Background: an optimization exercise with open tools, aiming at small area, a short achievable clock period and few clock cycles per item. Do not read the settings as production practice.
Function was checked by simulation only, so behaviour that the tests miss may differ from the original.
No activity file was given, so power comes from the tool's default toggle rates.

## flow/design.v (module list and top-level ports; edited modules follow where they fit)
// module bicubic_top: 1158 lines
module bicubic_top (
    input  wire        CLK,
    input  wire        RST,
    input  wire [6:0]  cfg_v0,
    input  wire [6:0]  cfg_h0,
    input  wire [4:0]  cfg_sw,
    input  wire [4:0]  cfg_sh,
    input  wire [5:0]  cfg_tw,
    input  wire [5:0]  cfg_th,
    output wire        src_rd_en,
    output wire [13:0] src_rd_addr,
    input  wire [7:0]  src_data,
    output wire        res_wr_en,
    output wire [9:0]  res_wr_addr,
    output wire [7:0]  res_wr_data,
    output logic       done
);
  // ...
==> flow/run.sh <==
#!/bin/bash
# synth_recipe.tcl (not shown) runs the flow's synth.tcl, then flattens the netlist and writes it again
# the make line also repeats each setting of config.mk as NAME=value (left out here)
make -C /OpenROAD-flow-scripts/flow DESIGN_CONFIG=/design/flow/config.mk WORK_HOME=/design/flow/orfs CLKGATE_MAP_FILE= SYNTH_SCRIPT=/design/flow/synth_recipe.tcl finish
==> flow/config.mk <==
export PLATFORM = sky130hd
export DESIGN_NAME = bicubic_top
export DESIGN_NICKNAME = bicubic_top
export VERILOG_FILES = /design/flow/design.v
export SDC_FILE = /design/flow/constraint.sdc
export NUM_CORES = 4
export LEC_CHECK = 0
export CAP_MARGIN = 20
export CORE_MARGIN = 2
export CORE_UTILIZATION = 40
export CTS_BUF_LIST = sky130_fd_sc_hd__clkbuf_16
export CTS_CLUSTER_DIAMETER = 80
export CTS_CLUSTER_SIZE = 24
export SLEW_MARGIN = 20
==> flow/constraint.sdc <==
create_clock -name core_clock -period 13.0 [get_ports {CLK}]
set_input_delay 2.6000 -clock core_clock [delete_from_list [all_inputs] [get_ports {CLK}]]
set_output_delay 2.6000 -clock core_clock [all_outputs]
set_load 0.01 [all_outputs]
==> summary.txt, run 1 <==
setup slack after layout - 8.82 ns
Setup Fix Bufs, Post-CTS - 0
sequential fraction of design power - 0.511
area of the die - 0.0592 mm2
H-tree depth - 1
largest family of logic cells by synthesized area - adder cells
FF+latch area - 0.00737 mm2
FILL cells - 5369
CP arrival - 1.58 ns
Non-CTS buffers - 87
share of layout cells above drive strength 1 - 0.0543
Max VDD drop - 83.9 uV
Least-Margin Pin Slew - 1.02 ns
die extent in x - 243 um
Hold Crit Endpoint - vb
clkbuf count - 27
number of distinct library cells after synthesis - 84
fraction of area in multi-input gates - 0.560
final worst path period share - 0.321
status - no timing/DRC/antenna violations
non-clk buf share - 0.0332
Clock Skews - 0.0541 ns
hold path startpoint - va
core area - 0.0565 mm2
critical path depth in cells - 1
cell internal pwr - 1490 uW
WP buf/inv - 1
Resized cells post-CTS - 0
GR Layer Usage met3 - 0.0175
Nets - 2756
Testbench counts, summed over its fixed seeds: cycles 89,169, pixels 20,672.
==> run 2, diff against run 1 <==
--- a/flow/design.v
+++ b/flow/design.v
@@ -257,6 +257,6 @@
     endfunction
-    function automatic logic [7:0] clamp8(input logic [17:8] a);
-        if (a[17])      clamp8 = 8'd0;
-        else if (a[16]) clamp8 = 8'hff;
-        else            clamp8 = a[15:8];
+    function automatic logic [7:0] clamp8(input logic [16:8] a);
+        if (a[16:14] == 3'd0)           clamp8 = 8'd0;
+        else if (a[16] && |a[15:14])    clamp8 = 8'hff;
+        else                            clamp8 = {a[15:14] - 2'd1, a[13:8]};
     endfunction
@@ -417,6 +417,6 @@
     logic [8:0]  hw_q;        
-    logic [17:0] acc_s, acc_c;
+    logic [16:0] acc_s, acc_c;
     logic        hneg, hfirst;
     logic [7:0]  hs;
-    logic [17:0] h_s, h_c;
+    logic [16:0] h_s, h_c;
     always_ff @(posedge CLK or posedge RST) begin
@@ -503,132 +503,134 @@
     wire ht_64 = ((hw_q[6] & hs[7]) & (hw_q[7] & hs[6])) | ((hw_q[6] & hs[7]) & (hw_q[8] & hs[5])) | ((hw_q[7] & hs[6]) & (hw_q[8] & hs[5]));
-    wire ht_65 = (hw_q[0] & hs[1]) ^ (hw_q[1] & hs[0]);
-    wire ht_66 = (hw_q[0] & hs[1]) & (hw_q[1] & hs[0]);
-    wire ht_67 = (hw_q[0] & hs[2]) ^ (hw_q[1] & hs[1]) ^ (hw_q[2] & hs[0]);
-    wire ht_68 = ((hw_q[0] & hs[2]) & (hw_q[1] & hs[1])) | ((hw_q[0] & hs[2]) & (hw_q[2] & hs[0])) | ((hw_q[1] & hs[1]) & (hw_q[2] & hs[0]));
-    wire ht_69 = (hneg & hw_q[2]) ^ (acc_s[2] & ~hfirst);
-    wire ht_70 = (hneg & hw_q[2]) & (acc_s[2] & ~hfirst);
-    wire ht_71 = ht_13 ^ (hw_q[2] & hs[1]) ^ (hw_q[3] & hs[0]);
-    wire ht_72 = (ht_13 & (hw_q[2] & hs[1])) | (ht_13 & (hw_q[3] & hs[0])) | ((hw_q[2] & hs[1]) & (hw_q[3] & hs[0]));
-    wire ht_73 = (hneg & hw_q[3]) ^ (acc_s[3] & ~hfirst) ^ (acc_c[3] & ~hfirst);
-    wire ht_74 = ((hneg & hw_q[3]) & (acc_s[3] & ~hfirst)) | ((hneg & hw_q[3]) & (acc_c[3] & ~hfirst)) | ((acc_s[3] & ~hfirst) & (acc_c[3] & ~hfirst));
-    wire ht_75 = ht_15 ^ ht_17 ^ (hneg & hw_q[4]);
-    wire ht_76 = (ht_15 & ht_17) | (ht_15 & (hneg & hw_q[4])) | (ht_17 & (hneg & hw_q[4]));
-    wire ht_77 = (acc_s[4] & ~hfirst) ^ (acc_c[4] & ~hfirst) ^ ht_14;
-    wire ht_78 = ((acc_s[4] & ~hfirst) & (acc_c[4] & ~hfirst)) | ((acc_s[4] & ~hfirst) & ht_14) | ((acc_c[4] & ~hfirst) & ht_14);
-    wire ht_79 = ht_19 ^ ht_21 ^ (acc_s[5] & ~hfirst);
-    wire ht_80 = (ht_19 & ht_21) | (ht_19 & (acc_s[5] & ~hfirst)) | (ht_21 & (acc_s[5] & ~hfirst));
-    wire ht_81 = (acc_c[5] & ~hfirst) ^ ht_16 ^ ht_18;
-    wire ht_82 = ((acc_c[5] & ~hfirst) & ht_16) | ((acc_c[5] & ~hfirst) & ht_18) | (ht_16 & ht_18);
-    wire ht_83 = ht_23 ^ ht_25 ^ ht_27;
-    wire ht_84 = (ht_23 & ht_25) | (ht_23 & ht_27) | (ht_25 & ht_27);
-    wire ht_85 = (acc_c[6] & ~hfirst) ^ ht_20 ^ ht_22;
-    wire ht_86 = ((acc_c[6] & ~hfirst) & ht_20) | ((acc_c[6] & ~hfirst) & ht_22) | (ht_20 & ht_22);
-    wire ht_87 = ht_29 ^ ht_31 ^ ht_33;
-    wire ht_88 = (ht_29 & ht_31) | (ht_29 & ht_33) | (ht_31 & ht_33);
-    wire ht_89 = ht_24 ^ ht_26 ^ ht_28;
-    wire ht_90 = (ht_24 & ht_26) | (ht_24 & ht_28) | (ht_26 & ht_28);
-    wire ht_91 = ht_35 ^ ht_37 ^ ht_39;
-    wire ht_92 = (ht_35 & ht_37) | (ht_35 & ht_39) | (ht_37 & ht_39);
-    wire ht_93 = ht_30 ^ ht_32 ^ ht_34;
-    wire ht_94 = (ht_30 & ht_32) | (ht_30 & ht_34) | (ht_32 & ht_34);
-    wire ht_95 = ht_41 ^ ht_43 ^ ht_45;
-    wire ht_96 = (ht_41 & ht_43) | (ht_41 & ht_45) | (ht_43 & ht_45);
-    wire ht_97 = ht_36 ^ ht_38 ^ ht_40;
-    wire ht_98 = (ht_36 & ht_38) | (ht_36 & ht_40) | (ht_38 & ht_40);
-    wire ht_99 = ht_47 ^ ht_49 ^ ht_51;
-    wire ht_100 = (ht_47 & ht_49) | (ht_47 & ht_51) | (ht_49 & ht_51);
-    wire ht_101 = ht_42 ^ ht_44 ^ ht_46;
-    wire ht_102 = (ht_42 & ht_44) | (ht_42 & ht_46) | (ht_44 & ht_46);
-    wire ht_103 = ht_53 ^ ht_55 ^ ht_57;
-    wire ht_104 = (ht_53 & ht_55) | (ht_53 & ht_57) | (ht_55 & ht_57);
-    wire ht_105 = ht_48 ^ ht_50 ^ ht_52;
-    wire ht_106 = (ht_48 & ht_50) | (ht_48 & ht_52) | (ht_50 & ht_52);
-    wire ht_107 = ht_59 ^ ht_61 ^ (acc_c[12] & ~hfirst);
-    wire ht_108 = (ht_59 & ht_61) | (ht_59 & (acc_c[12] & ~hfirst)) | (ht_61 & (acc_c[12] & ~hfirst));
-    wire ht_109 = ht_54 ^ ht_56 ^ ht_58;
-    wire ht_110 = (ht_54 & ht_56) | (ht_54 & ht_58) | (ht_56 & ht_58);
-    wire ht_111 = ht_63 ^ hneg ^ (acc_s[13] & ~hfirst);
-    wire ht_112 = (ht_63 & hneg) | (ht_63 & (acc_s[13] & ~hfirst)) | (hneg & (acc_s[13] & ~hfirst));
-    wire ht_113 = (acc_c[13] & ~hfirst) ^ ht_60 ^ ht_62;
-    wire ht_114 = ((acc_c[13] & ~hfirst) & ht_60) | ((acc_c[13] & ~hfirst) & ht_62) | (ht_60 & ht_62);
-    wire ht_115 = (hw_q[7] & hs[7]) ^ (hw_q[8] & hs[6]) ^ hneg;
-    wire ht_116 = ((hw_q[7] & hs[7]) & (hw_q[8] & hs[6])) | ((hw_q[7] & hs[7]) & hneg) | ((hw_q[8] & hs[6]) & hneg);
-    wire ht_117 = (acc_s[14] & ~hfirst) ^ (acc_c[14] & ~hfirst) ^ ht_64;
-    wire ht_118 = ((acc_s[14] & ~hfirst) & (acc_c[14] & ~hfirst)) | ((acc_s[14] & ~hfirst) & ht_64) | ((acc_c[14] & ~hfirst) & ht_64);
-    wire ht_119 = (hw_q[8] & hs[7]) ^ hneg ^ (acc_s[15] & ~hfirst);
-    wire ht_120 = ((hw_q[8] & hs[7]) & hneg) | ((hw_q[8] & hs[7]) & (acc_s[15] & ~hfirst)) | (hneg & (acc_s[15] & ~hfirst));
-    wire ht_121 = (hw_q[0] & hs[0]) ^ (hneg & hw_q[0]);
-    wire ht_122 = (hw_q[0] & hs[0]) & (hneg & hw_q[0]);
-    wire ht_123 = ht_65 ^ (hneg & hw_q[1]) ^ (acc_s[1] & ~hfirst);
-    wire ht_124 = (ht_65 & (hneg & hw_q[1])) | (ht_65 & (acc_s[1] & ~hfirst)) | ((hneg & hw_q[1]) & (acc_s[1] & ~hfirst));
-    wire ht_125 = ht_67 ^ ht_69 ^ (acc_c[2] & ~hfirst);
-    wire ht_126 = (ht_67 & ht_69) | (ht_67 & (acc_c[2] & ~hfirst)) | (ht_69 & (acc_c[2] & ~hfirst));
-    wire ht_127 = ht_71 ^ ht_73 ^ ht_68;
-    wire ht_128 = (ht_71 & ht_73) | (ht_71 & ht_68) | (ht_73 & ht_68);
-    wire ht_129 = ht_75 ^ ht_77 ^ ht_72;
-    wire ht_130 = (ht_75 & ht_77) | (ht_75 & ht_72) | (ht_77 & ht_72);
-    wire ht_131 = ht_79 ^ ht_81 ^ ht_76;
-    wire ht_132 = (ht_79 & ht_81) | (ht_79 & ht_76) | (ht_81 & ht_76);
-    wire ht_133 = ht_83 ^ ht_85 ^ ht_80;
-    wire ht_134 = (ht_83 & ht_85) | (ht_83 & ht_80) | (ht_85 & ht_80);
-    wire ht_135 = ht_87 ^ ht_89 ^ ht_84;
-    wire ht_136 = (ht_87 & ht_89) | (ht_87 & ht_84) | (ht_89 & ht_84);
-    wire ht_137 = ht_91 ^ ht_93 ^ ht_88;
-    wire ht_138 = (ht_91 & ht_93) | (ht_91 & ht_88) | (ht_93 & ht_88);
-    wire ht_139 = ht_95 ^ ht_97 ^ ht_92;
-    wire ht_140 = (ht_95 & ht_97) | (ht_95 & ht_92) | (ht_97 & ht_92);
-    wire ht_141 = ht_99 ^ ht_101 ^ ht_96;
-    wire ht_142 = (ht_99 & ht_101) | (ht_99 & ht_96) | (ht_101 & ht_96);
-    wire ht_143 = ht_103 ^ ht_105 ^ ht_100;
-    wire ht_144 = (ht_103 & ht_105) | (ht_103 & ht_100) | (ht_105 & ht_100);
-    wire ht_145 = ht_107 ^ ht_109 ^ ht_104;
-    wire ht_146 = (ht_107 & ht_109) | (ht_107 & ht_104) | (ht_109 & ht_104);
-    wire ht_147 = ht_111 ^ ht_113 ^ ht_108;
-    wire ht_148 = (ht_111 & ht_113) | (ht_111 & ht_108) | (ht_113 & ht_108);
-    wire ht_149 = ht_115 ^ ht_117 ^ ht_112;
-    wire ht_150 = (ht_115 & ht_117) | (ht_115 & ht_112) | (ht_117 & ht_112);
-    wire ht_151 = ht_119 ^ (acc_c[15] & ~hfirst) ^ ht_116;
-    wire ht_152 = (ht_119 & (acc_c[15] & ~hfirst)) | (ht_119 & ht_116) | ((acc_c[15] & ~hfirst) & ht_116);
-    wire ht_153 = hneg ^ (acc_s[16] & ~hfirst) ^ (acc_c[16] & ~hfirst);
-    wire ht_154 = (hneg & (acc_s[16] & ~hfirst)) | (hneg & (acc_c[16] & ~hfirst)) | ((acc_s[16] & ~hfirst) & (acc_c[16] & ~hfirst));
-    wire ht_155 = hneg ^ (acc_s[17] & ~hfirst);
-    wire ht_156 = hneg & (acc_s[17] & ~hfirst);
-    wire ht_157 = ht_121 ^ (acc_s[0] & ~hfirst);
-    wire ht_158 = ht_121 & (acc_s[0] & ~hfirst);
-    wire ht_159 = ht_123 ^ (acc_c[1] & ~hfirst) ^ ht_122;
-    wire ht_160 = (ht_123 & (acc_c[1] & ~hfirst)) | (ht_123 & ht_122) | ((acc_c[1] & ~hfirst) & ht_122);
-    wire ht_161 = ht_125 ^ ht_66 ^ ht_124;
-    wire ht_162 = (ht_125 & ht_66) | (ht_125 & ht_124) | (ht_66 & ht_124);
-    wire ht_163 = ht_127 ^ ht_70 ^ ht_126;
-    wire ht_164 = (ht_127 & ht_70) | (ht_127 & ht_126) | (ht_70 & ht_126);
-    wire ht_165 = ht_129 ^ ht_74 ^ ht_128;
-    wire ht_166 = (ht_129 & ht_74) | (ht_129 & ht_128) | (ht_74 & ht_128);
-    wire ht_167 = ht_131 ^ ht_78 ^ ht_130;
-    wire ht_168 = (ht_131 & ht_78) | (ht_131 & ht_130) | (ht_78 & ht_130);
-    wire ht_169 = ht_133 ^ ht_82 ^ ht_132;
-    wire ht_170 = (ht_133 & ht_82) | (ht_133 & ht_132) | (ht_82 & ht_132);
-    wire ht_171 = ht_135 ^ ht_86 ^ ht_134;
-    wire ht_172 = (ht_135 & ht_86) | (ht_135 & ht_134) | (ht_86 & ht_134);
-    wire ht_173 = ht_137 ^ ht_90 ^ ht_136;
-    wire ht_174 = (ht_137 & ht_90) | (ht_137 & ht_136) | (ht_90 & ht_136);
-    wire ht_175 = ht_139 ^ ht_94 ^ ht_138;
-    wire ht_176 = (ht_139 & ht_94) | (ht_139 & ht_138) | (ht_94 & ht_138);
-    wire ht_177 = ht_141 ^ ht_98 ^ ht_140;
-    wire ht_178 = (ht_141 & ht_98) | (ht_141 & ht_140) | (ht_98 & ht_140);
-    wire ht_179 = ht_143 ^ ht_102 ^ ht_142;
-    wire ht_180 = (ht_143 & ht_102) | (ht_143 & ht_142) | (ht_102 & ht_142);
-    wire ht_181 = ht_145 ^ ht_106 ^ ht_144;
-    wire ht_182 = (ht_145 & ht_106) | (ht_145 & ht_144) | (ht_106 & ht_144);
-    wire ht_183 = ht_147 ^ ht_110 ^ ht_146;
-    wire ht_184 = (ht_147 & ht_110) | (ht_147 & ht_146) | (ht_110 & ht_146);
-    wire ht_185 = ht_149 ^ ht_114 ^ ht_148;
-    wire ht_186 = (ht_149 & ht_114) | (ht_149 & ht_148) | (ht_114 & ht_148);
-    wire ht_187 = ht_151 ^ ht_118 ^ ht_150;
-    wire ht_188 = (ht_151 & ht_118) | (ht_151 & ht_150) | (ht_118 & ht_150);
-    wire ht_189 = ht_153 ^ ht_120 ^ ht_152;
-    wire ht_190 = (ht_153 & ht_120) | (ht_153 & ht_152) | (ht_120 & ht_152);
-    wire ht_191 = ht_155 ^ (acc_c[17] & ~hfirst) ^ ht_154;
-    wire ht_192 = (ht_155 & (acc_c[17] & ~hfirst)) | (ht_155 & ht_154) | ((acc_c[17] & ~hfirst) & ht_154);
-    assign h_s = {ht_191, ht_189, ht_187, ht_185, ht_183, ht_181, ht_179, ht_177, ht_175, ht_173, ht_171, ht_169, ht_167, ht_165, ht_163, ht_161, ht_159, ht_157};
-    assign h_c = {ht_190, ht_188, ht_186, ht_184, ht_182, ht_180, ht_178, ht_176, ht_174, ht_172, ht_170, ht_168, ht_166, ht_164, ht_162, ht_160, ht_158, (acc_c[0] & ~hfirst)};
+    wire ht_65 = (hw_q[7] & hs[7]) ^ (hw_q[8] & hs[6]);
+    wire ht_66 = (hw_q[7] & hs[7]) & (hw_q[8] & hs[6]);
+    wire ht_67 = (hw_q[0] & hs[1]) ^ (hw_q[1] & hs[0]);
+    wire ht_68 = (hw_q[0] & hs[1]) & (hw_q[1] & hs[0]);
+    wire ht_69 = (hw_q[0] & hs[2]) ^ (hw_q[1] & hs[1]) ^ (hw_q[2] & hs[0]);
+    wire ht_70 = ((hw_q[0] & hs[2]) & (hw_q[1] & hs[1])) | ((hw_q[0] & hs[2]) & (hw_q[2] & hs[0])) | ((hw_q[1] & hs[1]) & (hw_q[2] & hs[0]));
+    wire ht_71 = (hneg & hw_q[2]) ^ (acc_s[2] & ~hfirst);
+    wire ht_72 = (hneg & hw_q[2]) & (acc_s[2] & ~hfirst);
+    wire ht_73 = ht_13 ^ (hw_q[2] & hs[1]) ^ (hw_q[3] & hs[0]);
+    wire ht_74 = (ht_13 & (hw_q[2] & hs[1])) | (ht_13 & (hw_q[3] & hs[0])) | ((hw_q[2] & hs[1]) & (hw_q[3] & hs[0]));
+    wire ht_75 = (hneg & hw_q[3]) ^ (acc_s[3] & ~hfirst) ^ (acc_c[3] & ~hfirst);
+    wire ht_76 = ((hneg & hw_q[3]) & (acc_s[3] & ~hfirst)) | ((hneg & hw_q[3]) & (acc_c[3] & ~hfirst)) | ((acc_s[3] & ~hfirst) & (acc_c[3] & ~hfirst));
+    wire ht_77 = ht_15 ^ ht_17 ^ (hneg & hw_q[4]);
+    wire ht_78 = (ht_15 & ht_17) | (ht_15 & (hneg & hw_q[4])) | (ht_17 & (hneg & hw_q[4]));
+    wire ht_79 = (acc_s[4] & ~hfirst) ^ (acc_c[4] & ~hfirst) ^ ht_14;
+    wire ht_80 = ((acc_s[4] & ~hfirst) & (acc_c[4] & ~hfirst)) | ((acc_s[4] & ~hfirst) & ht_14) | ((acc_c[4] & ~hfirst) & ht_14);
+    wire ht_81 = ht_19 ^ ht_21 ^ (acc_s[5] & ~hfirst);
+    wire ht_82 = (ht_19 & ht_21) | (ht_19 & (acc_s[5] & ~hfirst)) | (ht_21 & (acc_s[5] & ~hfirst));
+    wire ht_83 = (acc_c[5] & ~hfirst) ^ ht_16 ^ ht_18;
+    wire ht_84 = ((acc_c[5] & ~hfirst) & ht_16) | ((acc_c[5] & ~hfirst) & ht_18) | (ht_16 & ht_18);
+    wire ht_85 = ht_23 ^ ht_25 ^ ht_27;
+    wire ht_86 = (ht_23 & ht_25) | (ht_23 & ht_27) | (ht_25 & ht_27);
+    wire ht_87 = (acc_c[6] & ~hfirst) ^ ht_20 ^ ht_22;
+    wire ht_88 = ((acc_c[6] & ~hfirst) & ht_20) | ((acc_c[6] & ~hfirst) & ht_22) | (ht_20 & ht_22);
+    wire ht_89 = ht_29 ^ ht_31 ^ ht_33;
+    wire ht_90 = (ht_29 & ht_31) | (ht_29 & ht_33) | (ht_31 & ht_33);
+    wire ht_91 = ht_24 ^ ht_26 ^ ht_28;
+    wire ht_92 = (ht_24 & ht_26) | (ht_24 & ht_28) | (ht_26 & ht_28);
+    wire ht_93 = ht_35 ^ ht_37 ^ ht_39;
+    wire ht_94 = (ht_35 & ht_37) | (ht_35 & ht_39) | (ht_37 & ht_39);
+    wire ht_95 = ht_30 ^ ht_32 ^ ht_34;
+    wire ht_96 = (ht_30 & ht_32) | (ht_30 & ht_34) | (ht_32 & ht_34);
+    wire ht_97 = ht_41 ^ ht_43 ^ ht_45;
+    wire ht_98 = (ht_41 & ht_43) | (ht_41 & ht_45) | (ht_43 & ht_45);
+    wire ht_99 = ht_36 ^ ht_38 ^ ht_40;
+    wire ht_100 = (ht_36 & ht_38) | (ht_36 & ht_40) | (ht_38 & ht_40);
+    wire ht_101 = ht_47 ^ ht_49 ^ ht_51;
+    wire ht_102 = (ht_47 & ht_49) | (ht_47 & ht_51) | (ht_49 & ht_51);
+    wire ht_103 = ht_42 ^ ht_44 ^ ht_46;
+    wire ht_104 = (ht_42 & ht_44) | (ht_42 & ht_46) | (ht_44 & ht_46);
+    wire ht_105 = ht_53 ^ ht_55 ^ ht_57;
+    wire ht_106 = (ht_53 & ht_55) | (ht_53 & ht_57) | (ht_55 & ht_57);
+    wire ht_107 = ht_48 ^ ht_50 ^ ht_52;
+    wire ht_108 = (ht_48 & ht_50) | (ht_48 & ht_52) | (ht_50 & ht_52);
+    wire ht_109 = ht_59 ^ ht_61 ^ (acc_c[12] & ~hfirst);
+    wire ht_110 = (ht_59 & ht_61) | (ht_59 & (acc_c[12] & ~hfirst)) | (ht_61 & (acc_c[12] & ~hfirst));
+    wire ht_111 = ht_54 ^ ht_56 ^ ht_58;
+    wire ht_112 = (ht_54 & ht_56) | (ht_54 & ht_58) | (ht_56 & ht_58);
+    wire ht_113 = ht_63 ^ hneg ^ (acc_s[13] & ~hfirst);
+    wire ht_114 = (ht_63 & hneg) | (ht_63 & (acc_s[13] & ~hfirst)) | (hneg & (acc_s[13] & ~hfirst));
+    wire ht_115 = (acc_c[13] & ~hfirst) ^ ht_60 ^ ht_62;
+    wire ht_116 = ((acc_c[13] & ~hfirst) & ht_60) | ((acc_c[13] & ~hfirst) & ht_62) | (ht_60 & ht_62);
+    wire ht_117 = ht_65 ^ hneg ^ (acc_s[14] & ~hfirst);
+    wire ht_118 = (ht_65 & hneg) | (ht_65 & (acc_s[14] & ~hfirst)) | (hneg & (acc_s[14] & ~hfirst));
+    wire ht_119 = (acc_c[14] & ~hfirst) ^ hfirst ^ ht_64;
+    wire ht_120 = ((acc_c[14] & ~hfirst) & hfirst) | ((acc_c[14] & ~hfirst) & ht_64) | (hfirst & ht_64);
+    wire ht_121 = (hw_q[8] & hs[7]) ^ hneg ^ (acc_s[15] & ~hfirst);
+    wire ht_122 = ((hw_q[8] & hs[7]) & hneg) | ((hw_q[8] & hs[7]) & (acc_s[15] & ~hfirst)) | (hneg & (acc_s[15] & ~hfirst));
+    wire ht_123 = (acc_c[15] & ~hfirst) ^ ht_66;
+    wire ht_124 = (acc_c[15] & ~hfirst) & ht_66;
+    wire ht_125 = hneg ^ (acc_s[16] & ~hfirst);
+    wire ht_126 = hneg & (acc_s[16] & ~hfirst);
+    wire ht_127 = (hw_q[0] & hs[0]) ^ (hneg & hw_q[0]);
+    wire ht_128 = (hw_q[0] & hs[0]) & (hneg & hw_q[0]);
+    wire ht_129 = ht_67 ^ (hneg & hw_q[1]) ^ (acc_s[1] & ~hfirst);
+    wire ht_130 = (ht_67 & (hneg & hw_q[1])) | (ht_67 & (acc_s[1] & ~hfirst)) | ((hneg & hw_q[1]) & (acc_s[1] & ~hfirst));
+    wire ht_131 = ht_69 ^ ht_71 ^ (acc_c[2] & ~hfirst);
+    wire ht_132 = (ht_69 & ht_71) | (ht_69 & (acc_c[2] & ~hfirst)) | (ht_71 & (acc_c[2] & ~hfirst));
+    wire ht_133 = ht_73 ^ ht_75 ^ ht_70;
+    wire ht_134 = (ht_73 & ht_75) | (ht_73 & ht_70) | (ht_75 & ht_70);
+    wire ht_135 = ht_77 ^ ht_79 ^ ht_74;
+    wire ht_136 = (ht_77 & ht_79) | (ht_77 & ht_74) | (ht_79 & ht_74);
+    wire ht_137 = ht_81 ^ ht_83 ^ ht_78;
+    wire ht_138 = (ht_81 & ht_83) | (ht_81 & ht_78) | (ht_83 & ht_78);
+    wire ht_139 = ht_85 ^ ht_87 ^ ht_82;
+    wire ht_140 = (ht_85 & ht_87) | (ht_85 & ht_82) | (ht_87 & ht_82);
+    wire ht_141 = ht_89 ^ ht_91 ^ ht_86;
+    wire ht_142 = (ht_89 & ht_91) | (ht_89 & ht_86) | (ht_91 & ht_86);
+    wire ht_143 = ht_93 ^ ht_95 ^ ht_90;
+    wire ht_144 = (ht_93 & ht_95) | (ht_93 & ht_90) | (ht_95 & ht_90);
+    wire ht_145 = ht_97 ^ ht_99 ^ ht_94;
+    wire ht_146 = (ht_97 & ht_99) | (ht_97 & ht_94) | (ht_99 & ht_94);
+    wire ht_147 = ht_101 ^ ht_103 ^ ht_98;
+    wire ht_148 = (ht_101 & ht_103) | (ht_101 & ht_98) | (ht_103 & ht_98);
+    wire ht_149 = ht_105 ^ ht_107 ^ ht_102;
+    wire ht_150 = (ht_105 & ht_107) | (ht_105 & ht_102) | (ht_107 & ht_102);
+    wire ht_151 = ht_109 ^ ht_111 ^ ht_106;
+    wire ht_152 = (ht_109 & ht_111) | (ht_109 & ht_106) | (ht_111 & ht_106);
+    wire ht_153 = ht_113 ^ ht_115 ^ ht_110;
+    wire ht_154 = (ht_113 & ht_115) | (ht_113 & ht_110) | (ht_115 & ht_110);
+    wire ht_155 = ht_117 ^ ht_119 ^ ht_114;
+    wire ht_156 = (ht_117 & ht_119) | (ht_117 & ht_114) | (ht_119 & ht_114);
+    wire ht_157 = ht_121 ^ ht_123 ^ ht_118;
+    wire ht_158 = (ht_121 & ht_123) | (ht_121 & ht_118) | (ht_123 & ht_118);
+    wire ht_159 = ht_125 ^ (acc_c[16] & ~hfirst) ^ ht_122;
+    wire ht_160 = (ht_125 & (acc_c[16] & ~hfirst)) | (ht_125 & ht_122) | ((acc_c[16] & ~hfirst) & ht_122);
+    wire ht_161 = ht_127 ^ (acc_s[0] & ~hfirst);
+    wire ht_162 = ht_127 & (acc_s[0] & ~hfirst);
+    wire ht_163 = ht_129 ^ (acc_c[1] & ~hfirst) ^ ht_128;
+    wire ht_164 = (ht_129 & (acc_c[1] & ~hfirst)) | (ht_129 & ht_128) | ((acc_c[1] & ~hfirst) & ht_128);
+    wire ht_165 = ht_131 ^ ht_68 ^ ht_130;
+    wire ht_166 = (ht_131 & ht_68) | (ht_131 & ht_130) | (ht_68 & ht_130);
+    wire ht_167 = ht_133 ^ ht_72 ^ ht_132;
+    wire ht_168 = (ht_133 & ht_72) | (ht_133 & ht_132) | (ht_72 & ht_132);
+    wire ht_169 = ht_135 ^ ht_76 ^ ht_134;
+    wire ht_170 = (ht_135 & ht_76) | (ht_135 & ht_134) | (ht_76 & ht_134);
+    wire ht_171 = ht_137 ^ ht_80 ^ ht_136;
+    wire ht_172 = (ht_137 & ht_80) | (ht_137 & ht_136) | (ht_80 & ht_136);
+    wire ht_173 = ht_139 ^ ht_84 ^ ht_138;
+    wire ht_174 = (ht_139 & ht_84) | (ht_139 & ht_138) | (ht_84 & ht_138);
+    wire ht_175 = ht_141 ^ ht_88 ^ ht_140;
+    wire ht_176 = (ht_141 & ht_88) | (ht_141 & ht_140) | (ht_88 & ht_140);
+    wire ht_177 = ht_143 ^ ht_92 ^ ht_142;
+    wire ht_178 = (ht_143 & ht_92) | (ht_143 & ht_142) | (ht_92 & ht_142);
+    wire ht_179 = ht_145 ^ ht_96 ^ ht_144;
+    wire ht_180 = (ht_145 & ht_96) | (ht_145 & ht_144) | (ht_96 & ht_144);
+    wire ht_181 = ht_147 ^ ht_100 ^ ht_146;
+    wire ht_182 = (ht_147 & ht_100) | (ht_147 & ht_146) | (ht_100 & ht_146);
+    wire ht_183 = ht_149 ^ ht_104 ^ ht_148;
+    wire ht_184 = (ht_149 & ht_104) | (ht_149 & ht_148) | (ht_104 & ht_148);
+    wire ht_185 = ht_151 ^ ht_108 ^ ht_150;
+    wire ht_186 = (ht_151 & ht_108) | (ht_151 & ht_150) | (ht_108 & ht_150);
+    wire ht_187 = ht_153 ^ ht_112 ^ ht_152;
+    wire ht_188 = (ht_153 & ht_112) | (ht_153 & ht_152) | (ht_112 & ht_152);
+    wire ht_189 = ht_155 ^ ht_116 ^ ht_154;
+    wire ht_190 = (ht_155 & ht_116) | (ht_155 & ht_154) | (ht_116 & ht_154);
+    wire ht_191 = ht_157 ^ ht_120 ^ ht_156;
+    wire ht_192 = (ht_157 & ht_120) | (ht_157 & ht_156) | (ht_120 & ht_156);
+    wire ht_193 = ht_159 ^ ht_124 ^ ht_158;
+    wire ht_194 = (ht_159 & ht_124) | (ht_159 & ht_158) | (ht_124 & ht_158);
+    assign h_s = {ht_193, ht_191, ht_189, ht_187, ht_185, ht_183, ht_181, ht_179, ht_177, ht_175, ht_173, ht_171, ht_169, ht_167, ht_165, ht_163, ht_161};
+    assign h_c = {ht_192, ht_190, ht_188, ht_186, ht_184, ht_182, ht_180, ht_178, ht_176, ht_174, ht_172, ht_170, ht_168, ht_166, ht_164, ht_162, (acc_c[0] & ~hfirst)};
     always_ff @(posedge CLK) begin
@@ -651,3 +653,3 @@
     logic [13:0] vw_q;        
-    logic [17:0] vacc_s, vacc_c;
+    logic [16:0] vacc_s, vacc_c;
     logic        wr_en;
@@ -659,3 +661,3 @@
     logic [7:0]  hrow_d, wr_data_d;
-    logic [17:0] v_s, v_c;
+    logic [16:0] v_s, v_c;
     assign vstart        = vact && !vph && (pend == 3'd0);
@@ -668,6 +670,6 @@
     assign vw_d      = vwt(vph ? fyn : fy, vstart);
-    wire [17:0] hadd_a = acc_s;
-    wire [17:0] hadd_b = acc_c;
-    wire [17:0] hadd_p = hadd_a ^ hadd_b;
-    wire [17:0] hadd_g = hadd_a & hadd_b;
+    wire [16:0] hadd_a = acc_s;
+    wire [16:0] hadd_b = acc_c;
+    wire [16:0] hadd_p = hadd_a ^ hadd_b;
+    wire [16:0] hadd_g = hadd_a & hadd_b;
     wire hadd_G1 = hadd_g[1] | (hadd_p[1] & hadd_g[0]);
@@ -688,49 +690,45 @@
     wire hadd_P8 = hadd_p[15] & hadd_p[14];
-    wire hadd_G9 = hadd_g[17] | (hadd_p[17] & hadd_g[16]);
-    wire hadd_P9 = hadd_p[17] & hadd_p[16];
-    wire hadd_G10 = hadd_G2 | (hadd_P2 & hadd_G1);
-    wire hadd_P10 = hadd_P2 & hadd_P1;
-    wire hadd_G11 = hadd_G4 | (hadd_P4 & hadd_G3);
-    wire hadd_P11 = hadd_P4 & hadd_P3;
-    wire hadd_G12 = hadd_G6 | (hadd_P6 & hadd_G5);
-    wire hadd_P12 = hadd_P6 & hadd_P5;
-    wire hadd_G13 = hadd_G8 | (hadd_P8 & hadd_G7);
-    wire hadd_P13 = hadd_P8 & hadd_P7;
-    wire hadd_G14 = hadd_G11 | (hadd_P11 & hadd_G10);
-    wire hadd_P14 = hadd_P11 & hadd_P10;
-    wire hadd_G15 = hadd_G13 | (hadd_P13 & hadd_G12);
-    wire hadd_P15 = hadd_P13 & hadd_P12;
-    wire hadd_G16 = hadd_G15 | (hadd_P15 & hadd_G14);
-    wire hadd_P16 = hadd_P15 & hadd_P14;
-    wire hadd_G17 = hadd_G12 | (hadd_P12 & hadd_G14);
-    wire hadd_P17 = hadd_P12 & hadd_P14;
-    wire hadd_G18 = hadd_G3 | (hadd_P3 & hadd_G10);
-    wire hadd_P18 = hadd_P3 & hadd_P10;
-    wire hadd_G19 = hadd_G5 | (hadd_P5 & hadd_G14);
-    wire hadd_P19 = hadd_P5 & hadd_P14;
-    wire hadd_G20 = hadd_G7 | (hadd_P7 & hadd_G17);
-    wire hadd_P20 = hadd_P7 & hadd_P17;
-    wire hadd_G21 = hadd_G9 | (hadd_P9 & hadd_G16);
-    wire hadd_P21 = hadd_P9 & hadd_P16;
-    wire hadd_G22 = hadd_g[2] | (hadd_p[2] & hadd_G1);
-    wire hadd_P22 = hadd_p[2] & hadd_P1;
-    wire hadd_G23 = hadd_g[4] | (hadd_p[4] & hadd_G10);
-    wire hadd_P23 = hadd_p[4] & hadd_P10;
-    wire hadd_G24 = hadd_g[6] | (hadd_p[6] & hadd_G18);
-    wire hadd_P24 = hadd_p[6] & hadd_P18;
-    wire hadd_G25 = hadd_g[8] | (hadd_p[8] & hadd_G14);
-    wire hadd_P25 = hadd_p[8] & hadd_P14;
-    wire hadd_G26 = hadd_g[10] | (hadd_p[10] & hadd_G19);
-    wire hadd_P26 = hadd_p[10] & hadd_P19;
-    wire hadd_G27 = hadd_g[12] | (hadd_p[12] & hadd_G17);
-    wire hadd_P27 = hadd_p[12] & hadd_P17;
-    wire hadd_G28 = hadd_g[14] | (hadd_p[14] & hadd_G20);
-    wire hadd_P28 = hadd_p[14] & hadd_P20;
-    wire hadd_G29 = hadd_g[16] | (hadd_p[16] & hadd_G16);
-    wire hadd_P29 = hadd_p[16] & hadd_P16;
-    wire [17:8] hadd_sum = {hadd_p[17] ^ hadd_G29, hadd_p[16] ^ hadd_G16, hadd_p[15] ^ hadd_G28, hadd_p[14] ^ hadd_G20, hadd_p[13] ^ hadd_G27, hadd_p[12] ^ hadd_G17, hadd_p[11] ^ hadd_G26, hadd_p[10] ^ hadd_G19, hadd_p[9] ^ hadd_G25, hadd_p[8] ^ hadd_G14};
-    wire [17:0] vadd_a = vacc_s;
-    wire [17:0] vadd_b = vacc_c;
-    wire [17:0] vadd_p = vadd_a ^ vadd_b;
-    wire [17:0] vadd_g = vadd_a & vadd_b;
+    wire hadd_G9 = hadd_G2 | (hadd_P2 & hadd_G1);
+    wire hadd_P9 = hadd_P2 & hadd_P1;
+    wire hadd_G10 = hadd_G4 | (hadd_P4 & hadd_G3);
+    wire hadd_P10 = hadd_P4 & hadd_P3;
+    wire hadd_G11 = hadd_G6 | (hadd_P6 & hadd_G5);
+    wire hadd_P11 = hadd_P6 & hadd_P5;
+    wire hadd_G12 = hadd_G8 | (hadd_P8 & hadd_G7);
+    wire hadd_P12 = hadd_P8 & hadd_P7;
+    wire hadd_G13 = hadd_G10 | (hadd_P10 & hadd_G9);
+    wire hadd_P13 = hadd_P10 & hadd_P9;
+    wire hadd_G14 = hadd_G12 | (hadd_P12 & hadd_G11);
+    wire hadd_P14 = hadd_P12 & hadd_P11;
+    wire hadd_G15 = hadd_G14 | (hadd_P14 & hadd_G13);
+    wire hadd_P15 = hadd_P14 & hadd_P13;
+    wire hadd_G16 = hadd_G11 | (hadd_P11 & hadd_G13);
+    wire hadd_P16 = hadd_P11 & hadd_P13;
+    wire hadd_G17 = hadd_G3 | (hadd_P3 & hadd_G9);
+    wire hadd_P17 = hadd_P3 & hadd_P9;
+    wire hadd_G18 = hadd_G5 | (hadd_P5 & hadd_G13);
+    wire hadd_P18 = hadd_P5 & hadd_P13;
+    wire hadd_G19 = hadd_G7 | (hadd_P7 & hadd_G16);
+    wire hadd_P19 = hadd_P7 & hadd_P16;
+    wire hadd_G20 = hadd_g[2] | (hadd_p[2] & hadd_G1);
+    wire hadd_P20 = hadd_p[2] & hadd_P1;
+    wire hadd_G21 = hadd_g[4] | (hadd_p[4] & hadd_G9);
+    wire hadd_P21 = hadd_p[4] & hadd_P9;
+    wire hadd_G22 = hadd_g[6] | (hadd_p[6] & hadd_G17);
+    wire hadd_P22 = hadd_p[6] & hadd_P17;
+    wire hadd_G23 = hadd_g[8] | (hadd_p[8] & hadd_G13);
+    wire hadd_P23 = hadd_p[8] & hadd_P13;
+    wire hadd_G24 = hadd_g[10] | (hadd_p[10] & hadd_G18);
+    wire hadd_P24 = hadd_p[10] & hadd_P18;
+    wire hadd_G25 = hadd_g[12] | (hadd_p[12] & hadd_G16);
+    wire hadd_P25 = hadd_p[12] & hadd_P16;
+    wire hadd_G26 = hadd_g[14] | (hadd_p[14] & hadd_G19);
+    wire hadd_P26 = hadd_p[14] & hadd_P19;
+    wire hadd_G27 = hadd_g[16] | (hadd_p[16] & hadd_G15);
+    wire hadd_P27 = hadd_p[16] & hadd_P15;
+    wire [16:8] hadd_sum = {hadd_p[16] ^ hadd_G15, hadd_p[15] ^ hadd_G26, hadd_p[14] ^ hadd_G19, hadd_p[13] ^ hadd_G25, hadd_p[12] ^ hadd_G16, hadd_p[11] ^ hadd_G24, hadd_p[10] ^ hadd_G18, hadd_p[9] ^ hadd_G23, hadd_p[8] ^ hadd_G13};
+    wire [16:0] vadd_a = vacc_s;
+    wire [16:0] vadd_b = vacc_c;
+    wire [16:0] vadd_p = vadd_a ^ vadd_b;
+    wire [16:0] vadd_g = vadd_a & vadd_b;
     wire vadd_G1 = vadd_g[1] | (vadd_p[1] & vadd_g[0]);
@@ -751,45 +749,41 @@
     wire vadd_P8 = vadd_p[15] & vadd_p[14];
-    wire vadd_G9 = vadd_g[17] | (vadd_p[17] & vadd_g[16]);
-    wire vadd_P9 = vadd_p[17] & vadd_p[16];
-    wire vadd_G10 = vadd_G2 | (vadd_P2 & vadd_G1);
-    wire vadd_P10 = vadd_P2 & vadd_P1;
-    wire vadd_G11 = vadd_G4 | (vadd_P4 & vadd_G3);
-    wire vadd_P11 = vadd_P4 & vadd_P3;
-    wire vadd_G12 = vadd_G6 | (vadd_P6 & vadd_G5);
-    wire vadd_P12 = vadd_P6 & vadd_P5;
-    wire vadd_G13 = vadd_G8 | (vadd_P8 & vadd_G7);
-    wire vadd_P13 = vadd_P8 & vadd_P7;
-    wire vadd_G14 = vadd_G11 | (vadd_P11 & vadd_G10);
-    wire vadd_P14 = vadd_P11 & vadd_P10;
-    wire vadd_G15 = vadd_G13 | (vadd_P13 & vadd_G12);
-    wire vadd_P15 = vadd_P13 & vadd_P12;
-    wire vadd_G16 = vadd_G15 | (vadd_P15 & vadd_G14);
-    wire vadd_P16 = vadd_P15 & vadd_P14;
-    wire vadd_G17 = vadd_G12 | (vadd_P12 & vadd_G14);
-    wire vadd_P17 = vadd_P12 & vadd_P14;
-    wire vadd_G18 = vadd_G3 | (vadd_P3 & vadd_G10);
-    wire vadd_P18 = vadd_P3 & vadd_P10;
-    wire vadd_G19 = vadd_G5 | (vadd_P5 & vadd_G14);
-    wire vadd_P19 = vadd_P5 & vadd_P14;
-    wire vadd_G20 = vadd_G7 | (vadd_P7 & vadd_G17);
-    wire vadd_P20 = vadd_P7 & vadd_P17;
-    wire vadd_G21 = vadd_G9 | (vadd_P9 & vadd_G16);
-    wire vadd_P21 = vadd_P9 & vadd_P16;
-    wire vadd_G22 = vadd_g[2] | (vadd_p[2] & vadd_G1);
-    wire vadd_P22 = vadd_p[2] & vadd_P1;
-    wire vadd_G23 = vadd_g[4] | (vadd_p[4] & vadd_G10);
-    wire vadd_P23 = vadd_p[4] & vadd_P10;
-    wire vadd_G24 = vadd_g[6] | (vadd_p[6] & vadd_G18);
-    wire vadd_P24 = vadd_p[6] & vadd_P18;
-    wire vadd_G25 = vadd_g[8] | (vadd_p[8] & vadd_G14);
-    wire vadd_P25 = vadd_p[8] & vadd_P14;
-    wire vadd_G26 = vadd_g[10] | (vadd_p[10] & vadd_G19);
-    wire vadd_P26 = vadd_p[10] & vadd_P19;
-    wire vadd_G27 = vadd_g[12] | (vadd_p[12] & vadd_G17);
-    wire vadd_P27 = vadd_p[12] & vadd_P17;
-    wire vadd_G28 = vadd_g[14] | (vadd_p[14] & vadd_G20);
-    wire vadd_P28 = vadd_p[14] & vadd_P20;
-    wire vadd_G29 = vadd_g[16] | (vadd_p[16] & vadd_G16);
-    wire vadd_P29 = vadd_p[16] & vadd_P16;
-    wire [17:8] vadd_sum = {vadd_p[17] ^ vadd_G29, vadd_p[16] ^ vadd_G16, vadd_p[15] ^ vadd_G28, vadd_p[14] ^ vadd_G20, vadd_p[13] ^ vadd_G27, vadd_p[12] ^ vadd_G17, vadd_p[11] ^ vadd_G26, vadd_p[10] ^ vadd_G19, vadd_p[9] ^ vadd_G25, vadd_p[8] ^ vadd_G14};
+    wire vadd_G9 = vadd_G2 | (vadd_P2 & vadd_G1);
+    wire vadd_P9 = vadd_P2 & vadd_P1;
+    wire vadd_G10 = vadd_G4 | (vadd_P4 & vadd_G3);
+    wire vadd_P10 = vadd_P4 & vadd_P3;
+    wire vadd_G11 = vadd_G6 | (vadd_P6 & vadd_G5);
+    wire vadd_P11 = vadd_P6 & vadd_P5;
+    wire vadd_G12 = vadd_G8 | (vadd_P8 & vadd_G7);
+    wire vadd_P12 = vadd_P8 & vadd_P7;
+    wire vadd_G13 = vadd_G10 | (vadd_P10 & vadd_G9);
+    wire vadd_P13 = vadd_P10 & vadd_P9;
+    wire vadd_G14 = vadd_G12 | (vadd_P12 & vadd_G11);
+    wire vadd_P14 = vadd_P12 & vadd_P11;
+    wire vadd_G15 = vadd_G14 | (vadd_P14 & vadd_G13);
+    wire vadd_P15 = vadd_P14 & vadd_P13;
+    wire vadd_G16 = vadd_G11 | (vadd_P11 & vadd_G13);
+    wire vadd_P16 = vadd_P11 & vadd_P13;
+    wire vadd_G17 = vadd_G3 | (vadd_P3 & vadd_G9);
+    wire vadd_P17 = vadd_P3 & vadd_P9;
+    wire vadd_G18 = vadd_G5 | (vadd_P5 & vadd_G13);
+    wire vadd_P18 = vadd_P5 & vadd_P13;
+    wire vadd_G19 = vadd_G7 | (vadd_P7 & vadd_G16);
+    wire vadd_P19 = vadd_P7 & vadd_P16;
+    wire vadd_G20 = vadd_g[2] | (vadd_p[2] & vadd_G1);
+    wire vadd_P20 = vadd_p[2] & vadd_P1;
+    wire vadd_G21 = vadd_g[4] | (vadd_p[4] & vadd_G9);
+    wire vadd_P21 = vadd_p[4] & vadd_P9;
+    wire vadd_G22 = vadd_g[6] | (vadd_p[6] & vadd_G17);
+    wire vadd_P22 = vadd_p[6] & vadd_P17;
+    wire vadd_G23 = vadd_g[8] | (vadd_p[8] & vadd_G13);
+    wire vadd_P23 = vadd_p[8] & vadd_P13;
+    wire vadd_G24 = vadd_g[10] | (vadd_p[10] & vadd_G18);
+    wire vadd_P24 = vadd_p[10] & vadd_P18;
+    wire vadd_G25 = vadd_g[12] | (vadd_p[12] & vadd_G16);
+    wire vadd_P25 = vadd_p[12] & vadd_P16;
+    wire vadd_G26 = vadd_g[14] | (vadd_p[14] & vadd_G19);
+    wire vadd_P26 = vadd_p[14] & vadd_P19;
+    wire vadd_G27 = vadd_g[16] | (vadd_p[16] & vadd_G15);
+    wire vadd_P27 = vadd_p[16] & vadd_P15;
+    wire [16:8] vadd_sum = {vadd_p[16] ^ vadd_G15, vadd_p[15] ^ vadd_G26, vadd_p[14] ^ vadd_G19, vadd_p[13] ^ vadd_G25, vadd_p[12] ^ vadd_G16, vadd_p[11] ^ vadd_G24, vadd_p[10] ^ vadd_G18, vadd_p[9] ^ vadd_G23, vadd_p[8] ^ vadd_G13};
     assign hrow_d    = clamp8(hadd_sum);
@@ -942,4 +936,4 @@
     wire vt_146 = (vacc_s[13] & vgate) & (vacc_c[13] & vgate);
-    wire vt_147 = (vw_q[12] & vx[7]) ^ (vw_q[13] & vx[6]);
-    wire vt_148 = (vw_q[12] & vx[7]) & (vw_q[13] & vx[6]);
+    wire vt_147 = (vw_q[12] & vx[7]) ^ (vw_q[13] & vx[6]) ^ (vacc_s[14] & vgate);
+    wire vt_148 = ((vw_q[12] & vx[7]) & (vw_q[13] & vx[6])) | ((vw_q[12] & vx[7]) & (vacc_s[14] & vgate)) | ((vw_q[13] & vx[6]) & (vacc_s[14] & vgate));
     wire vt_149 = (vw_q[5] & vx[0]) ^ (vw_q[0] & ~vy[0]);
@@ -998,4 +992,4 @@
     wire vt_202 = (vt_138 & vt_140) | (vt_138 & vt_142) | (vt_140 & vt_142);
-    wire vt_203 = vt_147 ^ (vacc_s[14] & vgate) ^ (vacc_c[14] & vgate);
-    wire vt_204 = (vt_147 & (vacc_s[14] & vgate)) | (vt_147 & (vacc_c[14] & vgate)) | ((vacc_s[14] & vgate) & (vacc_c[14] & vgate));
+    wire vt_203 = vt_147 ^ (vacc_c[14] & vgate) ^ ~vgate;
+    wire vt_204 = (vt_147 & (vacc_c[14] & vgate)) | (vt_147 & ~vgate) | ((vacc_c[14] & vgate) & ~vgate);
     wire vt_205 = 1'b1 ^ vt_144 ^ vt_146;
@@ -1042,42 +1036,38 @@
     wire vt_246 = (vt_211 & 1'b1) | (vt_211 & vt_208) | (1'b1 & vt_208);
-    wire vt_247 = (vacc_s[17] & vgate) ^ (vacc_c[17] & vgate) ^ 1'b1;
-    wire vt_248 = ((vacc_s[17] & vgate) & (vacc_c[17] & vgate)) | ((vacc_s[17] & vgate) & 1'b1) | ((vacc_c[17] & vgate) & 1'b1);
-    wire vt_249 = vt_213 ^ (vacc_s[0] & vgate);
-    wire vt_250 = vt_213 & (vacc_s[0] & vgate);
-    wire vt_251 = vt_215 ^ vt_150 ^ vt_214;
-    wire vt_252 = (vt_215 & vt_150) | (vt_215 & vt_214) | (vt_150 & vt_214);
-    wire vt_253 = vt_217 ^ vt_154 ^ vt_216;
-    wire vt_254 = (vt_217 & vt_154) | (vt_217 & vt_216) | (vt_154 & vt_216);
-    wire vt_255 = vt_219 ^ vt_158 ^ vt_218;
-    wire vt_256 = (vt_219 & vt_158) | (vt_219 & vt_218) | (vt_158 & vt_218);
-    wire vt_257 = vt_221 ^ vt_162 ^ vt_220;
-    wire vt_258 = (vt_221 & vt_162) | (vt_221 & vt_220) | (vt_162 & vt_220);
-    wire vt_259 = vt_223 ^ vt_166 ^ vt_222;
-    wire vt_260 = (vt_223 & vt_166) | (vt_223 & vt_222) | (vt_166 & vt_222);
-    wire vt_261 = vt_225 ^ vt_170 ^ vt_224;
-    wire vt_262 = (vt_225 & vt_170) | (vt_225 & vt_224) | (vt_170 & vt_224);
-    wire vt_263 = vt_227 ^ vt_174 ^ vt_226;
-    wire vt_264 = (vt_227 & vt_174) | (vt_227 & vt_226) | (vt_174 & vt_226);
-    wire vt_265 = vt_229 ^ vt_178 ^ vt_228;
-    wire vt_266 = (vt_229 & vt_178) | (vt_229 & vt_228) | (vt_178 & vt_228);
-    wire vt_267 = vt_231 ^ vt_182 ^ vt_230;
-    wire vt_268 = (vt_231 & vt_182) | (vt_231 & vt_230) | (vt_182 & vt_230);
-    wire vt_269 = vt_233 ^ vt_186 ^ vt_232;
-    wire vt_270 = (vt_233 & vt_186) | (vt_233 & vt_232) | (vt_186 & vt_232);
-    wire vt_271 = vt_235 ^ vt_190 ^ vt_234;
-    wire vt_272 = (vt_235 & vt_190) | (vt_235 & vt_234) | (vt_190 & vt_234);
-    wire vt_273 = vt_237 ^ vt_194 ^ vt_236;
-    wire vt_274 = (vt_237 & vt_194) | (vt_237 & vt_236) | (vt_194 & vt_236);
-    wire vt_275 = vt_239 ^ vt_198 ^ vt_238;
-    wire vt_276 = (vt_239 & vt_198) | (vt_239 & vt_238) | (vt_198 & vt_238);
-    wire vt_277 = vt_241 ^ vt_202 ^ vt_240;
-    wire vt_278 = (vt_241 & vt_202) | (vt_241 & vt_240) | (vt_202 & vt_240);
-    wire vt_279 = vt_243 ^ vt_206 ^ vt_242;
-    wire vt_280 = (vt_243 & vt_206) | (vt_243 & vt_242) | (vt_206 & vt_242);
-    wire vt_281 = vt_245 ^ vt_210 ^ vt_244;
-    wire vt_282 = (vt_245 & vt_210) | (vt_245 & vt_244) | (vt_210 & vt_244);
-    wire vt_283 = vt_247 ^ vt_212 ^ vt_246;
-    wire vt_284 = (vt_247 & vt_212) | (vt_247 & vt_246) | (vt_212 & vt_246);
-    assign v_s = {vt_283, vt_281, vt_279, vt_277, vt_275, vt_273, vt_271, vt_269, vt_267, vt_265, vt_263, vt_261, vt_259, vt_257, vt_255, vt_253, vt_251, vt_249};
-    assign v_c = {vt_282, vt_280, vt_278, vt_276, vt_274, vt_272, vt_270, vt_268, vt_266, vt_264, vt_262, vt_260, vt_258, vt_256, vt_254, vt_252, vt_250, (vacc_c[0] & vgate)};
+    wire vt_247 = vt_213 ^ (vacc_s[0] & vgate);
+    wire vt_248 = vt_213 & (vacc_s[0] & vgate);
+    wire vt_249 = vt_215 ^ vt_150 ^ vt_214;
+    wire vt_250 = (vt_215 & vt_150) | (vt_215 & vt_214) | (vt_150 & vt_214);
+    wire vt_251 = vt_217 ^ vt_154 ^ vt_216;
+    wire vt_252 = (vt_217 & vt_154) | (vt_217 & vt_216) | (vt_154 & vt_216);
+    wire vt_253 = vt_219 ^ vt_158 ^ vt_218;
+    wire vt_254 = (vt_219 & vt_158) | (vt_219 & vt_218) | (vt_158 & vt_218);
+    wire vt_255 = vt_221 ^ vt_162 ^ vt_220;
+    wire vt_256 = (vt_221 & vt_162) | (vt_221 & vt_220) | (vt_162 & vt_220);
+    wire vt_257 = vt_223 ^ vt_166 ^ vt_222;
+    wire vt_258 = (vt_223 & vt_166) | (vt_223 & vt_222) | (vt_166 & vt_222);
+    wire vt_259 = vt_225 ^ vt_170 ^ vt_224;
+    wire vt_260 = (vt_225 & vt_170) | (vt_225 & vt_224) | (vt_170 & vt_224);
+    wire vt_261 = vt_227 ^ vt_174 ^ vt_226;
+    wire vt_262 = (vt_227 & vt_174) | (vt_227 & vt_226) | (vt_174 & vt_226);
+    wire vt_263 = vt_229 ^ vt_178 ^ vt_228;
+    wire vt_264 = (vt_229 & vt_178) | (vt_229 & vt_228) | (vt_178 & vt_228);
+    wire vt_265 = vt_231 ^ vt_182 ^ vt_230;
+    wire vt_266 = (vt_231 & vt_182) | (vt_231 & vt_230) | (vt_182 & vt_230);
+    wire vt_267 = vt_233 ^ vt_186 ^ vt_232;
+    wire vt_268 = (vt_233 & vt_186) | (vt_233 & vt_232) | (vt_186 & vt_232);
+    wire vt_269 = vt_235 ^ vt_190 ^ vt_234;
+    wire vt_270 = (vt_235 & vt_190) | (vt_235 & vt_234) | (vt_190 & vt_234);
+    wire vt_271 = vt_237 ^ vt_194 ^ vt_236;
+    wire vt_272 = (vt_237 & vt_194) | (vt_237 & vt_236) | (vt_194 & vt_236);
+    wire vt_273 = vt_239 ^ vt_198 ^ vt_238;
+    wire vt_274 = (vt_239 & vt_198) | (vt_239 & vt_238) | (vt_198 & vt_238);
+    wire vt_275 = vt_241 ^ vt_202 ^ vt_240;
+    wire vt_276 = (vt_241 & vt_202) | (vt_241 & vt_240) | (vt_202 & vt_240);
+    wire vt_277 = vt_243 ^ vt_206 ^ vt_242;
+    wire vt_278 = (vt_243 & vt_206) | (vt_243 & vt_242) | (vt_206 & vt_242);
+    wire vt_279 = vt_245 ^ vt_210 ^ vt_244;
+    wire vt_280 = (vt_245 & vt_210) | (vt_245 & vt_244) | (vt_210 & vt_244);
+    assign v_s = {vt_279, vt_277, vt_275, vt_273, vt_271, vt_269, vt_267, vt_265, vt_263, vt_261, vt_259, vt_257, vt_255, vt_253, vt_251, vt_249, vt_247};
+    assign v_c = {vt_278, vt_276, vt_274, vt_272, vt_270, vt_268, vt_266, vt_264, vt_262, vt_260, vt_258, vt_256, vt_254, vt_252, vt_250, vt_248, (vacc_c[0] & vgate)};
     always_ff @(posedge CLK or posedge RST) begin
==> run 2 against run 1 <==
Via count decreased by 1.6%. Final cell count is 0.26% higher. Design area is 0.47% lower. Total power increased by 1.2%. Non-clock buffer count rose by 2. Synthesized area shrank 1.1%. Highest routed layer unchanged.
==> summary.txt, run 2 <==
status - no timing/DRC/antenna violations (unchanged)
share of layout cells above drive strength 1 - 0.0563 (was 0.0543)
WP buf/inv - 1 (unchanged)
Die H - 242 um (was 243 um)
EDFF count, synth - 95 (unchanged)
Hold Path Class - reg2reg (unchanged)
GRT Overall Usage - 0.167 (was 0.173)
RePlAce Congestion - 0.881 (was 0.886)
min cycle time layout - 4.19 ns (was 4.18 ns)
wire per inst - 15.6 um (was 16.2 um)
count leader, synth - inv_1 (unchanged)
Synthesized Nets - 2745 (was 2760)
Worst-Skew Late Latency - 0.60 ns (about the same)
synth cell count leaders - inv_1 (277), fa_1 (217), nand2_1 (198) (was inv_1 (252), nand2_1 (230), fa_1 (222))
first-pass GRT wire length - 82600 um (was 86000 um)
area of the die - 0.0585 mm2 (was 0.0592 mm2)
GRT overflow - 0 (unchanged)
critical path data required time - 10.40 ns (about the same)
mux cell area share after synthesis - 0.0464 (was 0.0436)
unrepaired setup endpoints after global routing - no (unchanged)
Simple-Gate Fraction of Synth Area - 0.150 (was 0.148)
slew margin rel. - 0.273 (was 0.320)
CP Cell Sequence - clkdlybuf4s50_1 (unchanged)
Startpoint Class - flop (unchanged)
Resized cells post-CTS - 0 (unchanged)
Slew Limit Fails - 0 (unchanged)
vias in the first global route - 16700 (was 16900)
maximum buffer depth of the clock tree - 3 (unchanged)
Synth Area in Adders - 0.266 (was 0.267)
WS Path Type - reg2out (unchanged)
commonest non-fill, non-tap cell in the layout - inv_1 (unchanged)
H-tree depth - 1 (unchanged)
Pre-Repair DR Iteration Count - 5 (unchanged)
FF+latch count, synth - 309 (was 313)
slowest stage delay, CP - 0.56 ns (was 0.61 ns)
Top Ports - 81 (unchanged)
hold slack - 0.372 ns (was 0.361 ns)
Initial Utilization - 0.403 (was 0.405)
f_max - 0.239 GHz (about the same)
cell row count - 87 (unchanged)
Max Fanout on Critical Path - 4 (was 2)
Max VDD drop - 79.2 uV (was 83.9 uV)
mean post-synth cell area - 9.65 um2 (was 9.71 um2)
largest cells by area after synthesis - fa_1 (19%), dfxtp_1 (16%), edfxtp_1 (13%), ha_1 (7.5%), inv_1 (4.6%) (was fa_1 (19%), dfxtp_1 (17%), edfxtp_1 (12%), ha_1 (7.3%), inv_1 (4.1%))
P per Cell Area - 81.7 mW/mm2 (was 80.4 mW/mm2)
CP arrival - 1.59 ns (was 1.58 ns)
Setup TNS Final - 0 ns (unchanged)
Crit path max-delay family - buffers and inverters (unchanged)
Nets - 2760 (was 2756)
overall via count from detail_route - 16100 (was 16400)
Root Buffer - clkbuf_16 (unchanged)
post-detail-place hpwl - 36500 um (was 37700 um)
Setup Fix Bufs, Post-CTS - 0 (unchanged)
final worst path period share - 0.322 (was 0.321)
Setup violations, final - 0 (unchanged)
initial drt markers - 982 (was 1245)
share of flip-flops with an asynchronous set or reset - 0.0939 (was 0.0927)
number of distinct library cells after synthesis - 83 (was 84)
largest family of logic cells by synthesized area - adder cells (unchanged)
Critical Path End Type - primary output (unchanged)
Buffers on Ports - 72 (unchanged)
Static Leak - 0.0109 uW (was 0.0107 uW)
Routed WL - 48900 um (was 50700 um)
Syn Inst Count - 2347 (was 2358)
compound-cell area share of the yosys netlist - 0.116 (was 0.124)
top-area cell type share of the netlist area - 0.192 (was 0.194)
clock slew at reported path FFs - 0.09 ns (about the same)
Post-DRT Antenna Nets - 0 (unchanged)
via density per instance - 5.14 (was 5.24)
Area Growth Syn to Fin - 10.4% (was 9.78%)
clock sink count - 309 (was 313)
largest net degree at the start of global routing - 79 (was 59)
Diodes inserted - 0 (unchanged)
most frequent cells in the layout - inv_1 (278), fa_1 (217), nand2_1 (198) (was inv_1 (254), nand2_1 (230), fa_1 (222))
die extent in x - 242 um (was 243 um)
max cap viols - 0 (unchanged)
CTS tree - built (unchanged)
Critical-path top delay cell - clkdlybuf4s50_1 (unchanged)
YS warnings - 1 (unchanged)
Synth area leader - fa_1 (unchanged)
Synth Cell Area - 0.0226 mm2 (was 0.0229 mm2)
Synth Flop Type - dfxtp_1 (unchanged)
initial antenna violation count - 0 (unchanged)
# DRC - 0 (unchanged)
Num CTS Buffers - 26 (unchanged)
Clock Skews - 0.0365 ns (was 0.0541 ns)
sequential area share after synthesis - 0.322 (about the same)
CTS Hold Bufs - 0 (unchanged)
core area - 0.0562 mm2 (was 0.0565 mm2)
final hold vios - 0 (unchanged)
xor and xnor fraction of the mapped netlist area - 0.0344 (was 0.0317)
Least-Margin Pin Slew - 1.09 ns (was 1.02 ns)
## run 2: worst paths after layout
path | startpoint | to | slack [ns] | cells after the start
min in group asynchronous | RST | rc[1] | 2.38 | 3
max in group asynchronous | RST | st | 10.27 | 3
worst max register to register | vph | nrow[2] | 8.89 | 15
worst min register to register | va | vb | 0.37 | 0
worst max-delay path | rd_addr[13] | src_rd_addr[13] | 8.81 | 1
worst min-delay path | va | vb | 0.37 | 0
## run 2: stage by stage
step / cells / cell area (um2) / total power, uW / setup WS, ns / utilization
after detailed placement: 3090 / 24000 / 1180 / 8.43 / 0.428
after global routing: 3138 / 25000 / 2130 / 8.50 / 0.445
after global placement: 3090 / 24000 / 1170 / 8.43 / 0.428
after floorplan: 2347 / 22600 / 1140 / 9.11 / -
after CTS: 3138 / 25000 / 2080 / 8.75 / 0.445
final: 3138 / 25000 / 2040 / 8.81 / 0.445
## run 2: cells by family (layout without fill, tap and decap cells)
kind of cell | Yosys count | in the layout
and+or+nand+nor | 703 | 703
DFF | 309 | 309
xor gates and xnor gates | 88 | 88
buffers and inverters | 384 | 419
adders and majority gates | 352 | 352
muxes | 95 | 95
AOI/OAI and AO/OA | 416 | 416
## run 2: where the power goes
group / switching (uW) / internal, uW / total (uW)
combinational: 67.5 / 63.2 / 131
sequential: 12.6 / 1010 / 1020
clock: 462 / 429 / 890
total: 542 / 1500 / 2040
## run 2: cell type report
type                    count  area (um2)
well taps                 756         946
repair buffers             89         848
clock inverters            22         325
clock buffers              26         651
multi-input cells        1654       13900
inverters                 282        1060
fillers                  5397       31200
flip-flops and latches    309        7290
## run 2: per-layer routing
metal | global-route usage | wire length [um] | vias to the layer above | part of all wire
met3 | 0.0175 | 1720 | 71 | 0.035
met4 | 0.0403 | 1020 | 0 | 0.021
met5 | 0 | 0 | - | 0
met1 | 0.220 | 22100 | 7898 | 0.45
li1 | - | - | 7823 | -
met2 | 0.293 | 24100 | 341 | 0.49
Testbench counts of run 2, summed over its fixed seeds: cycles 89,169, pixels 20,672.

-- separate check: timing with driven ports --
Ports are ideal in the flow. The routed layouts listed here were re-timed in OpenROAD. Step 1: set_driving_cell puts a clkbuf_16 on CLK and a buf_2 on each other input, an assumption about the parent block. Step 2 adds t to the input delays and takes it off the output delays; t is the mean of the earliest and latest rising clock arrival at the registers after step 1. Input paths then give back, and output paths get back, about the clock's delay inside the block. Three values: ideal ports, drivers, drivers and shift; two values: the first two.
| run | t (ns) | slack for setup (ns) | worst setup path after step 2 | slew at the worst register clock pin (ns) | worst slew at a driven data input, ns |
|---|---|---|---|---|---|
| run 1 | 0.621 | 8.822 / 8.770 / 8.277 | input to register | 0.10 / 0.10 | 0.04 |
| run 2 | 0.647 | 8.810 / 8.750 / 8.447 | input to register | 0.09 / 0.09 | 0.04 |
After both steps every run listed still meets setup and hold. For run 1, which loses most, drivers alone change the setup slack by -0.052 ns; drivers and shift together by -0.545 ns.
